Source: an optimization exercise on an open RTL-to-GDS flow (aim: small area, a short achievable clock period and few clock cycles per item). Production flows keep margins and buffers that such runs may drop.
The RTL was checked by simulation tests, not by an equivalence proof against the original design.
The clock port is modelled as an ideal driver; clocking choices that lean on that would not hold on a real chip.
Power and IR drop assume default switching activity.

== oak ==
// kmp_substring_search_core
module kmp_substring_search_core (
  input  logic                          clk_i,
  input  logic                          rst_ni,
  input  logic                          in_valid_i,
  output logic                          in_ready_o,
  input  logic [kmp_pkg::REQ_W-1:0]     req_type_i,
  input  logic [kmp_pkg::CHAR_W-1:0]    char_value_i,
  input  logic                          last_text_i,
  output logic                          out_valid_o,
  input  logic                          out_ready_i,
  output logic [kmp_pkg::STAT_W-1:0]    status_o,
  output logic [kmp_pkg::POS_W-1:0]     match_position_o,
  output logic [kmp_pkg::CNT_W-1:0]     pattern_count_o
);
  localparam int NP = kmp_pkg::MAX_PATTERN;
  logic o_v_q;
  logic hold, adv;
  logic sk_empty_q, sk_empty_d;
  logic rdy_q;
  logic xfer;
  assign hold = o_v_q & ~out_ready_i;
  assign adv  = ~hold;
  assign xfer = in_valid_i & rdy_q;
  assign sk_empty_d = adv | (sk_empty_q & ~xfer);
  always_ff @(posedge clk_i or negedge rst_ni) begin
    if (!rst_ni) rdy_q <= 1'b0;
    else         rdy_q <= sk_empty_d;
  end
  assign in_ready_o = rdy_q;
  logic       a_v_q;
  logic [1:0] a_t_q;
  logic [7:0] a_c_q;
  logic       a_l_q;
  logic [1:0] s_t_q;
  logic [7:0] s_c_q;
  logic       s_l_q;
  always_ff @(posedge clk_i or negedge rst_ni) begin
    if (!rst_ni) begin
      a_v_q      <= 1'b0;
      sk_empty_q <= 1'b1;
    end else begin
      if (adv) a_v_q <= ~sk_empty_q | xfer;
      sk_empty_q <= sk_empty_d;
    end
  end
  always_ff @(posedge clk_i) begin
    if (adv) begin
      if (!sk_empty_q) begin
        a_t_q <= s_t_q;
        a_c_q <= s_c_q;
        a_l_q <= s_l_q;
      end else begin
        a_t_q <= req_type_i;
        a_c_q <= char_value_i;
        a_l_q <= last_text_i;
      end
    end
    if (sk_empty_q) begin
      s_t_q <= req_type_i;
      s_c_q <= char_value_i;
      s_l_q <= last_text_i;
    end
  end
  logic [7:0]    q_q [NP];
  logic [NP-1:0] e_q;
  logic [6:0]    len_q;
  logic [NP-1:0] inj;       
  logic [NP-1:0] eq;
  logic [NP-1:0] e_nxt;
  logic          b_go, b_shift, b_txt, b_start, full, hit;
  assign full    = len_q[6];
  ...
For scale: about 2100 cells after synthesis, ~680 flip-flops, ~43 I/O pins, roughly 29000 um2 of cells after synthesis.
clock: 6.0 ns
lec_check: 0
abc_clock_period_in_ps: 2500
cap_margin: 20
core_margin: 2
core_utilization: 65
cts_buf_list: sky130_fd_sc_hd__clkbuf_16
cts_cluster_diameter: 80
cts_cluster_size: 25
setup_slack_margin: 3.8
slew_margin: 20
run.sh (not shown) runs the stock make flow with config.mk's settings and CLKGATE_MAP_FILE= SYNTH_SCRIPT=/design/flow/synth_recipe.tcl, a recipe that flattens the netlist after the stock synthesis.
Testbench counts of oak, summed over its fixed seeds: cycles 21,147, items 21,123.
Modified inputs, pine compared to oak
- CORE_UTILIZATION: 65 -> 40
### Flow results
Looking at largest net degree at the start of global routing, pine sits 23% higher than oak does. Cmp pine vs oak: wire length of the first global-routing pass higher in pine. Higher final setup slack of the worst path goes to oak over pine. Total internal power improves in pine relative to oak. Re count of hold-fix buffers inserted at cts: no difference whatsoever between oak and pine. Of pine and oak, the run reporting the higher met3 track utilization from global routing was oak. Going from oak to pine, sequential share of layout area went down; share of power burned in registers now smaller; routed wire length increased 2.2%.

* * *

kmp_substring_search_core, a different RTL version from the one above (not shown whole).
Size in the first run: ~0.029 sq mm of cells after synthesis.
==> flow/design.v (excerpt) <==
module kmp_substring_search_core (
  input  logic                          clk_i,
  input  logic                          rst_ni,
  input  logic                          in_valid_i,
  output logic                          in_ready_o,
  input  logic [kmp_pkg::REQ_W-1:0]     req_type_i,
  input  logic [kmp_pkg::CHAR_W-1:0]    char_value_i,
  input  logic                          last_text_i,
  output logic                          out_valid_o,
  input  logic                          out_ready_i,
  output logic [kmp_pkg::STAT_W-1:0]    status_o,
  output logic [kmp_pkg::POS_W-1:0]     match_position_o,
  output logic [kmp_pkg::CNT_W-1:0]     pattern_count_o
);
clock: 6.0 ns
lec_check: 0
abc_clock_period_in_ps: 2500
cap_margin: 10
core_margin: 2
core_utilization: 50
cts_buf_list: sky130_fd_sc_hd__clkbuf_16
cts_cluster_diameter: 100
cts_cluster_size: 30
setup_slack_margin: 3.8
slew_margin: 10
standard.sh (not shown) runs the stock make flow with config.mk's settings and CLKGATE_MAP_FILE= SYNTH_SCRIPT=/design/flow/synth_recipe.tcl, a recipe that flattens the netlist after the stock synthesis.
==> flow/flow/run.sh <==
#!/bin/bash
set -euo pipefail
work=$(cd "$(dirname "$0")/.." && pwd)
cd "$work"
export POST_CTS_TCL="$work/flow/collapse.tcl"
bash standard.sh > "$work/standard.log" 2>&1
==> flow/flow/collapse.tcl <==
set block [ord::get_db_block]
set clk_net [$block findNet clk_i]
set roots {}
foreach it [$clk_net getITerms] { lappend roots [$it getInst] }
if {[llength $roots] == 1} {
  set root [lindex $roots 0]
  set rnet [[$root findITerm X] getNet]
  set loads {}
  foreach it [$rnet getITerms] {
    if {[$it getInst] ne $root} { lappend loads $it }
  }
  if {[string match "sky130_fd_sc_hd__clkbuf_*" [[$root getMaster] getName]] && [llength $loads] <= 4} {
    foreach it $loads {
      $it disconnect
      $it connect $clk_net
    }
    [$root findITerm A] disconnect
    [$root findITerm X] disconnect
    odb::dbInst_destroy $root
    odb::dbNet_destroy $rnet
    puts "collapse: clock port now drives [llength $loads] buffers directly"
  }
}
Testbench counts at the start, summed over its fixed seeds: cycles 21,147, items 21,123.
Next try:
Settings changed: CAP_MARGIN 10 to 20, SLEW_MARGIN 10 to 20.
Effect: Hold slack barely changes; maximum frequency climbs by 0.35%; setup slack gains 0.0078 ns.
Next try:
Settings changed: CORE_UTILIZATION 50 to 40.
After rerunning:
- The changed run finished with timing, DRC and antenna clean
- worst setup slack got worse by 0.017 ns
- clock power hardly moves
- first-iteration DRC count is higher by 21%
- sequential cell count does not change
- via count stays flat
- global-route usage went down by 4.3 points
- synthesized area does not change

## separate check: timing with driven ports
Ports are ideal in the flow. The routed layouts listed here were re-timed in OpenROAD.
Step 1 assumes that a clkbuf_16 drives the clock port and a buf_2 every other input.
Step 2, shift: input delay + t, output delay - t, t = (earliest + latest rising clock arrival at the registers) / 2. This alone moves slack from input paths to output paths.
a / b / c = no drivers / after step 1 / after step 2; a / b = the first two.
| run | t, ns | setup WS [ns] | latest minus earliest clock arrival (ns) |
|---|---|---|---|
| oak | 0.639 | 3.651 / 3.591 / 3.280 | 0.033 / 0.033 |
| pine | 0.658 | 3.631 / 3.564 / 3.197 | 0.038 / 0.038 |
| the first run of note 2 | 0.567 | 3.753 / 3.667 / 3.314 | 0.038 / 0.038 |
| the second run of note 2 | 0.547 | 3.761 / 3.683 / 3.361 | 0.046 / 0.046 |
| the third run of note 2 | 0.555 | 3.743 / 3.671 / 3.232 | 0.038 / 0.038 |
After both steps setup and hold are still met in every run listed. For the third run of note 2, which loses most, drivers alone change the setup slack by -0.072 ns; drivers and shift together by -0.511 ns.
